From an optimization exercise on the open Yosys and OpenROAD flow, aimed at small area; shortcuts taken in it are not production practice. The RTL was checked by simulation tests, not by an equivalence proof against the original design. The clock input has no modelled driver; a real chip could not lean on it and would need a root buffer or a full tree. Power figures rest on the tool's default switching activity, not on a simulated workload.

## build 21
## tcp_syn_os_fingerprinter_top
module tcp_syn_os_fingerprinter_top #(
  parameter int unsigned COUNT_WIDTH = 16
) (
  input  logic         clk_i,
  input  logic         rst_ni,
  input  logic         s_axis_tvalid,
  output logic         s_axis_tready,
  input  logic [23:0]  s_axis_tdata,
  input  logic [0:0]   s_axis_tuser,
  output logic         m_axis_tvalid,
  input  logic         m_axis_tready,
  output logic [135:0] m_axis_tdata,
  output logic [0:0]   m_axis_tuser
);
  logic        in_valid_q;
  logic        op_q;
  logic [4:0]  pl_q, pl_in;
  logic [1:0]  kind_in;
  logic [2:0]  bcode_in;
  logic [7:0]  proto, obyte;
  logic        take;
  logic [2:0]  cls;
  logic        classified;
  logic [15:0] pkt, tcp, udp, cls_total;
  assign proto = s_axis_tdata[7:0];
  assign obyte = s_axis_tdata[21:14];
  always_comb begin
    if (proto == 8'd17)     kind_in = tsf_pkg::K_UDP;
    else if (proto == 8'd6) kind_in = (s_axis_tdata[8] && !s_axis_tdata[9]) ? tsf_pkg::K_TCPSYN : tsf_pkg::K_TCP;
    else                    kind_in = tsf_pkg::K_OTHER;
    case (obyte)
      8'd1:    bcode_in = tsf_pkg::B_1;
      8'd2:    bcode_in = tsf_pkg::B_2;
      8'd3:    bcode_in = tsf_pkg::B_3;
      8'd4:    bcode_in = tsf_pkg::B_4;
      8'd8:    bcode_in = tsf_pkg::B_8;
      default: bcode_in = tsf_pkg::B_OTHER;
    endcase
    pl_in[4]   = !s_axis_tuser[0] && kind_in == tsf_pkg::K_TCPSYN;
    pl_in[3]   = s_axis_tdata[13];
    pl_in[2]   = s_axis_tuser[0] ? bcode_in[2] : s_axis_tdata[12];
    if (s_axis_tuser[0])                  pl_in[1:0] = bcode_in[1:0];
    else if (kind_in == tsf_pkg::K_TCPSYN) pl_in[1:0] = s_axis_tdata[11:10];
    else                                   pl_in[1:0] = kind_in;
  end
  assign s_axis_tready = !in_valid_q || take;
  ...
==> flow/config.mk <==
export PLATFORM = sky130hd
export DESIGN_NAME = tcp_syn_os_fingerprinter_top
export DESIGN_NICKNAME = tcp_syn_os_fingerprinter_top
export VERILOG_FILES = /design/flow/design.v
export SDC_FILE = /design/flow/constraint.sdc
export NUM_CORES = 4
export LEC_CHECK = 0
export CAP_MARGIN = 20
export CORE_MARGIN = 2
export CORE_UTILIZATION = 70
export SLEW_MARGIN = 20
==> flow/constraint.sdc <==
create_clock -name core_clock -period 6.0 [get_ports {clk_i}]
set_input_delay 1.2000 -clock core_clock [delete_from_list [all_inputs] [get_ports {clk_i}]]
set_output_delay 1.2000 -clock core_clock [all_outputs]
set_load 0.01 [all_outputs]
standard.sh (not shown) runs the stock make flow with config.mk's settings and CLKGATE_MAP_FILE= SYNTH_SCRIPT=/design/flow/synth_recipe.tcl, a recipe that flattens the netlist after the stock synthesis.
==> flow/flow/run.sh <==
#!/bin/bash
# Own layout flow: the standard.sh with the standard synthesis unchanged, then:
#  - constant outputs keep the single tie cell from synthesis (no per-port tie cells),
#  - port buffers use sky130_fd_sc_hd__buf_1,
#  - the clock tree is built by flow/clock_tree.tcl (sourced before CTS): one root
#    buffer driving CLK_LEAVES leaf buffers, each driving one cluster of flip-flops,
# Each step's full output goes to its own log here.
set -euo pipefail
export PRE_CTS_TCL="$PWD/flow/clock_tree.tcl"
export CLK_LEAVES=10
export CLK_LEAF_BUF=sky130_fd_sc_hd__clkbuf_8
export CLK_ROOT_BUF=sky130_fd_sc_hd__clkbuf_16
bash standard.sh synth > 1_synth.log 2>&1
bash standard.sh SKIP_REPAIR_TIE_FANOUT=1 floorplan > 2_floorplan.log 2>&1
bash standard.sh SKIP_REPAIR_TIE_FANOUT=1 \
  "BUFFER_PORTS_ARGS=-buffer_cell sky130_fd_sc_hd__buf_1" \
  finish > 3_finish.log 2>&1
==> flow/flow/clock_tree.tcl <==
# Sourced by ORFS cts.tcl as PRE_CTS_TCL. Replaces clock_tree_synthesis with a
# small balanced tree: the clock port drives one root buffer, which drives
# CLK_LEAVES leaf buffers; each leaf drives one cluster of the flip-flops (k-means
# with equal cluster sizes).
# Every flip-flop sees the same two buffer levels.

proc ct_assign {pts cent cap} {
  # Nearest-centroid assignment with at most cap points per cluster: pairs are
  # taken in order of distance.
  set pairs {}
  set i 0
  foreach p $pts {
    set c 0
    foreach q $cent {
      lappend pairs [list [expr {abs([lindex $p 0] - [lindex $q 0]) + abs([lindex $p 1] - [lindex $q 1])}] $i $c]
      incr c
    }
    incr i
  }
  set asg [lrepeat [llength $pts] -1]
  set cnt [lrepeat [llength $cent] 0]
  foreach pr [lsort -real -index 0 $pairs] {
    lassign $pr d i c
    if {[lindex $asg $i] < 0 && [lindex $cnt $c] < $cap} {
      lset asg $i $c
      lset cnt $c [expr {[lindex $cnt $c] + 1}]
    }
  }
  return $asg
}

proc ct_kmeans {pts k iters} {
  # pts: list of {x y}; returns {cluster ids, centroids}
  set n [llength $pts]
  set cap [expr {($n + $k - 1) / $k}]
  set sorted [lsort -real -index 0 $pts]
  set cent {}
  for {set i 0} {$i < $k} {incr i} {
    lappend cent [lindex $sorted [expr {int(($i + 0.5) * $n / $k)}]]
  }
  set asg {}
  for {set it 0} {$it < $iters} {incr it} {
    set asg [ct_assign $pts $cent $cap]
    set newc {}
    for {set c 0} {$c < $k} {incr c} {
      set sx 0.0; set sy 0.0; set m 0
      foreach p $pts a $asg {
        if {$a == $c} { set sx [expr {$sx + [lindex $p 0]}]; set sy [expr {$sy + [lindex $p 1]}]; incr m }
      }
      if {$m > 0} { lappend newc [list [expr {$sx / $m}] [expr {$sy / $m}]] } else { lappend newc [lindex $cent $c] }
    }
    set cent $newc
  }
  return [list $asg $cent]
}

rename clock_tree_synthesis ct_orig_clock_tree_synthesis
proc clock_tree_synthesis {args} {
  set db [ord::get_db]
  set block [ord::get_db_block]
  set k $::env(CLK_LEAVES)
  set leaf_master [$db findMaster $::env(CLK_LEAF_BUF)]
  set root_master [$db findMaster $::env(CLK_ROOT_BUF)]
  set clknet [$block findNet clk_i]
  set sinks {}
  set pts {}
  foreach it [$clknet getITerms] {
    set inst [$it getInst]
    set bb [$inst getBBox]
    lappend sinks $it
    lappend pts [list [expr {([$bb xMin] + [$bb xMax]) / 2.0}] [expr {([$bb yMin] + [$bb yMax]) / 2.0}]]
  }
  puts "clock_tree: [llength $sinks] sinks, $k leaves"
  lassign [ct_kmeans $pts $k 30] asg cent
  # root buffer at the centroid of the leaf positions
  set rx 0.0; set ry 0.0
  foreach c $cent { set rx [expr {$rx + [lindex $c 0]}]; set ry [expr {$ry + [lindex $c 1]}] }
  set rx [expr {int($rx / $k)}]; set ry [expr {int($ry / $k)}]
  set rootnet [odb::dbNet_create $block clknet_root]
  $rootnet setSigType CLOCK
  set root [odb::dbInst_create $block $root_master clkbuf_root]
  $root setLocation $rx $ry
  $root setPlacementStatus PLACED
  [$root findITerm A] connect $clknet
  [$root findITerm X] connect $rootnet
  for {set c 0} {$c < $k} {incr c} {
    set net [odb::dbNet_create $block clknet_leaf_$c]
    $net setSigType CLOCK
    set b [odb::dbInst_create $block $leaf_master clkbuf_leaf_$c]
    $b setLocation [expr {int([lindex $cent $c 0])}] [expr {int([lindex $cent $c 1])}]
    $b setPlacementStatus PLACED
    [$b findITerm A] connect $rootnet
    [$b findITerm X] connect $net
    set m 0
    foreach it $sinks a $asg {
      if {$a == $c} { $it disconnect; $it connect $net; incr m }
    }
    puts "clock_tree: leaf $c has $m sinks"
  }
  set_propagated_clock [all_clocks]
}
Per the final summary, build 21 finished and its layout is clean on timing, DRC and antenna.
--- input diff build 21..build 52 ---
--- a/flow/flow/run.sh
+++ b/flow/flow/run.sh
@@ -5,8 +5,10 @@
 #  - the clock tree is built by flow/clock_tree.tcl (sourced before CTS): one root
 #    buffer driving CLK_LEAVES leaf buffers, each driving one cluster of flip-flops,
+#  - after global routing, ORFS's power recovery (RECOVER_POWER) downsizes cells
+#    with slack to spare.
 # Each step's full output goes to its own log here.
 set -euo pipefail
 export PRE_CTS_TCL="$PWD/flow/clock_tree.tcl"
-export CLK_LEAVES=10
+export CLK_LEAVES=11
 export CLK_LEAF_BUF=sky130_fd_sc_hd__clkbuf_8
 export CLK_ROOT_BUF=sky130_fd_sc_hd__clkbuf_16
@@ -15,3 +17,4 @@
 bash standard.sh SKIP_REPAIR_TIE_FANOUT=1 \
   "BUFFER_PORTS_ARGS=-buffer_cell sky130_fd_sc_hd__buf_1" \
+  RECOVER_POWER=100 \
   finish > 3_finish.log 2>&1
Build 52 had finished all stages when the layout checks came back failing, citing max-capacitance violations, max-slew violations. Build 52 -> build 21: final count of hold timing violations delta 0, exact match. Comparing build 21 against build 52, there is no change at all in diode insertion count for antenna repair. Worst hold slack of build 52 is on par with build 21. Comparing build 21 and build 52, the higher post-route fraction of the period consumed by the critical path is on build 21. Compared with build 21, build 52 shows a higher total design power.
### build 52 -> build 97
--- a/flow/flow/run.sh
+++ b/flow/flow/run.sh
@@ -4,11 +4,9 @@
 #  - port buffers use sky130_fd_sc_hd__buf_1,
 #  - the clock tree is built by flow/clock_tree.tcl (sourced before CTS): one root
-#    buffer driving CLK_LEAVES leaf buffers, each driving one cluster of flip-flops,
-#  - after global routing, ORFS's power recovery (RECOVER_POWER) downsizes cells
-#    with slack to spare.
+#    buffer driving CLK_LEAVES leaf buffers, each driving one cluster of flip-flops.
 # Each step's full output goes to its own log here.
 set -euo pipefail
 export PRE_CTS_TCL="$PWD/flow/clock_tree.tcl"
-export CLK_LEAVES=11
+export CLK_LEAVES=10
 export CLK_LEAF_BUF=sky130_fd_sc_hd__clkbuf_8
 export CLK_ROOT_BUF=sky130_fd_sc_hd__clkbuf_16
@@ -17,4 +15,3 @@
 bash standard.sh SKIP_REPAIR_TIE_FANOUT=1 \
   "BUFFER_PORTS_ARGS=-buffer_cell sky130_fd_sc_hd__buf_1" \
-  RECOVER_POWER=100 \
   finish > 3_finish.log 2>&1
--- a/flow/flow/clock_tree.tcl
+++ b/flow/flow/clock_tree.tcl
@@ -1,37 +1,10 @@
 # Sourced by ORFS cts.tcl as PRE_CTS_TCL. Replaces clock_tree_synthesis with a
 # small balanced tree: the clock port drives one root buffer, which drives
-# CLK_LEAVES leaf buffers; each leaf drives one cluster of the flip-flops (k-means
-# with equal cluster sizes).
+# CLK_LEAVES leaf buffers; each leaf drives one k-means cluster of the flip-flops.
 # Every flip-flop sees the same two buffer levels.
 
-proc ct_assign {pts cent cap} {
-  # Nearest-centroid assignment with at most cap points per cluster: pairs are
-  # taken in order of distance.
-  set pairs {}
-  set i 0
-  foreach p $pts {
-    set c 0
-    foreach q $cent {
-      lappend pairs [list [expr {abs([lindex $p 0] - [lindex $q 0]) + abs([lindex $p 1] - [lindex $q 1])}] $i $c]
-      incr c
-    }
-    incr i
-  }
-  set asg [lrepeat [llength $pts] -1]
-  set cnt [lrepeat [llength $cent] 0]
-  foreach pr [lsort -real -index 0 $pairs] {
-    lassign $pr d i c
-    if {[lindex $asg $i] < 0 && [lindex $cnt $c] < $cap} {
-      lset asg $i $c
-      lset cnt $c [expr {[lindex $cnt $c] + 1}]
-    }
-  }
-  return $asg
-}
-
 proc ct_kmeans {pts k iters} {
-  # pts: list of {x y}; returns {cluster ids, centroids}
+  # pts: list of {x y}; returns list of cluster ids
   set n [llength $pts]
-  set cap [expr {($n + $k - 1) / $k}]
   set sorted [lsort -real -index 0 $pts]
   set cent {}
@@ -41,5 +14,14 @@
   set asg {}
   for {set it 0} {$it < $iters} {incr it} {
-    set asg [ct_assign $pts $cent $cap]
+    set asg {}
+    foreach p $pts {
+      set best 0; set bd 1e30
+      for {set c 0} {$c < $k} {incr c} {
+        set cx [lindex $cent $c 0]; set cy [lindex $cent $c 1]
+        set d [expr {abs([lindex $p 0] - $cx) + abs([lindex $p 1] - $cy)}]
+        if {$d < $bd} { set bd $d; set best $c }
+      }
+      lappend asg $best
+    }
     set newc {}
     for {set c 0} {$c < $k} {incr c} {
==> comparison <==
Build 97 did not stop at any stage, and its layout met the timing, design-rule and antenna checks. Hold slack delta (build 52 -> build 97): insignificant. Build 52 consumes more power than build 97. In build 97, the number of vias per cell came out about 0.3% below the value in build 52. Maximum VDD drop, build 52 and build 97: larger value in build 97. Changes observed in build 97 relative to build 52: share of the clock period used by the worst path picked up an extra 2.2 points; clock period minus worst slack went up by 0.13 ns; CTS clock-pin slew for the worst setup and hold paths held steady.
diff inputs: build 97 => build 95
--- a/flow/flow/run.sh
+++ b/flow/flow/run.sh
@@ -4,9 +4,12 @@
 #  - port buffers use sky130_fd_sc_hd__buf_1,
 #  - the clock tree is built by flow/clock_tree.tcl (sourced before CTS): one root
-#    buffer driving CLK_LEAVES leaf buffers, each driving one cluster of flip-flops.
+#    buffer driving CLK_LEAVES leaf buffers, each driving one cluster of flip-flops,
+#  - after global routing, ORFS's power recovery (RECOVER_POWER) downsizes cells
+#    with slack to spare; flow/post_grt.tcl then repairs slew and capacitance.
 # Each step's full output goes to its own log here.
 set -euo pipefail
 export PRE_CTS_TCL="$PWD/flow/clock_tree.tcl"
-export CLK_LEAVES=10
+export CLK_LEAVES=11
+export POST_GLOBAL_ROUTE_TCL="$PWD/flow/post_grt.tcl"
 export CLK_LEAF_BUF=sky130_fd_sc_hd__clkbuf_8
 export CLK_ROOT_BUF=sky130_fd_sc_hd__clkbuf_16
@@ -15,3 +18,4 @@
 bash standard.sh SKIP_REPAIR_TIE_FANOUT=1 \
   "BUFFER_PORTS_ARGS=-buffer_cell sky130_fd_sc_hd__buf_1" \
+  RECOVER_POWER=100 \
   finish > 3_finish.log 2>&1
--- a/flow/flow/clock_tree.tcl
+++ b/flow/flow/clock_tree.tcl
@@ -1,10 +1,37 @@
 # Sourced by ORFS cts.tcl as PRE_CTS_TCL. Replaces clock_tree_synthesis with a
 # small balanced tree: the clock port drives one root buffer, which drives
-# CLK_LEAVES leaf buffers; each leaf drives one k-means cluster of the flip-flops.
+# CLK_LEAVES leaf buffers; each leaf drives one cluster of the flip-flops (k-means
+# with equal cluster sizes).
 # Every flip-flop sees the same two buffer levels.
 
+proc ct_assign {pts cent cap} {
+  # Nearest-centroid assignment with at most cap points per cluster: pairs are
+  # taken in order of distance.
+  set pairs {}
+  set i 0
+  foreach p $pts {
+    set c 0
+    foreach q $cent {
+      lappend pairs [list [expr {abs([lindex $p 0] - [lindex $q 0]) + abs([lindex $p 1] - [lindex $q 1])}] $i $c]
+      incr c
+    }
+    incr i
+  }
+  set asg [lrepeat [llength $pts] -1]
+  set cnt [lrepeat [llength $cent] 0]
+  foreach pr [lsort -real -index 0 $pairs] {
+    lassign $pr d i c
+    if {[lindex $asg $i] < 0 && [lindex $cnt $c] < $cap} {
+      lset asg $i $c
+      lset cnt $c [expr {[lindex $cnt $c] + 1}]
+    }
+  }
+  return $asg
+}
+
 proc ct_kmeans {pts k iters} {
-  # pts: list of {x y}; returns list of cluster ids
+  # pts: list of {x y}; returns {cluster ids, centroids}
   set n [llength $pts]
+  set cap [expr {($n + $k - 1) / $k}]
   set sorted [lsort -real -index 0 $pts]
   set cent {}
@@ -14,14 +41,5 @@
   set asg {}
   for {set it 0} {$it < $iters} {incr it} {
-    set asg {}
-    foreach p $pts {
-      set best 0; set bd 1e30
-      for {set c 0} {$c < $k} {incr c} {
-        set cx [lindex $cent $c 0]; set cy [lindex $cent $c 1]
-        set d [expr {abs([lindex $p 0] - $cx) + abs([lindex $p 1] - $cy)}]
-        if {$d < $bd} { set bd $d; set best $c }
-      }
-      lappend asg $best
-    }
+    set asg [ct_assign $pts $cent $cap]
     set newc {}
     for {set c 0} {$c < $k} {incr c} {
==> flow/flow/post_grt.tcl (new file) <==
# Sourced by ORFS global_route.tcl as POST_GLOBAL_ROUTE_TCL, after its power
# recovery: repairs any max-slew or max-capacitance violation the downsizing
# left, with global-route parasitics, then reroutes the changed nets.
global_route -start_incremental
repair_design -verbose -cap_margin 20 -slew_margin 20
detailed_placement
global_route -end_incremental
estimate_parasitics -global_routing
report_check_types -max_slew -max_capacitance -violators
[summary]
Build 95 against build 97: via count grew by about 1.1%, final routed wirelength across all metal layers increased 220 microns, setup slack now sits higher, number of standard cells in the final layout excluding fillers now larger.
No run of this note takes its clock network from TritonCTS; it comes from the design's own scripts or RTL.

[re-timing with driven ports]
No port has a modelled driver above. Below, the same layouts with a new extraction and two added sets of constraints.
Step 1 (the two cells are an assumption about what drives the block):
set clk [get_ports {clk_i}]
set_driving_cell -lib_cell sky130_fd_sc_hd__clkbuf_16 $clk
set_driving_cell -lib_cell sky130_fd_sc_hd__buf_2 [delete_from_list [all_inputs] $clk]
Step 2 also shifts input and output timing later by t, the mid clock arrival at the registers, as if the neighbouring blocks saw the same clock.
Three values: ideal ports, drivers, drivers and shift; two values: the first two.
| run | shift t [ns] | setup WS [ns] | pins driven straight from the clock port |
|---|---|---|---|
| build 21 | 0.394 | 0.946 / 0.913 / 1.307 | 1 |
| build 52 | 0.394 | 1.066 / 1.031 / 1.425 | 1 |
| build 97 | 0.384 | 0.935 / 0.901 / 1.285 | 1 |
| build 95 | 0.393 | 1.038 / 1.002 / 1.395 | 1 |
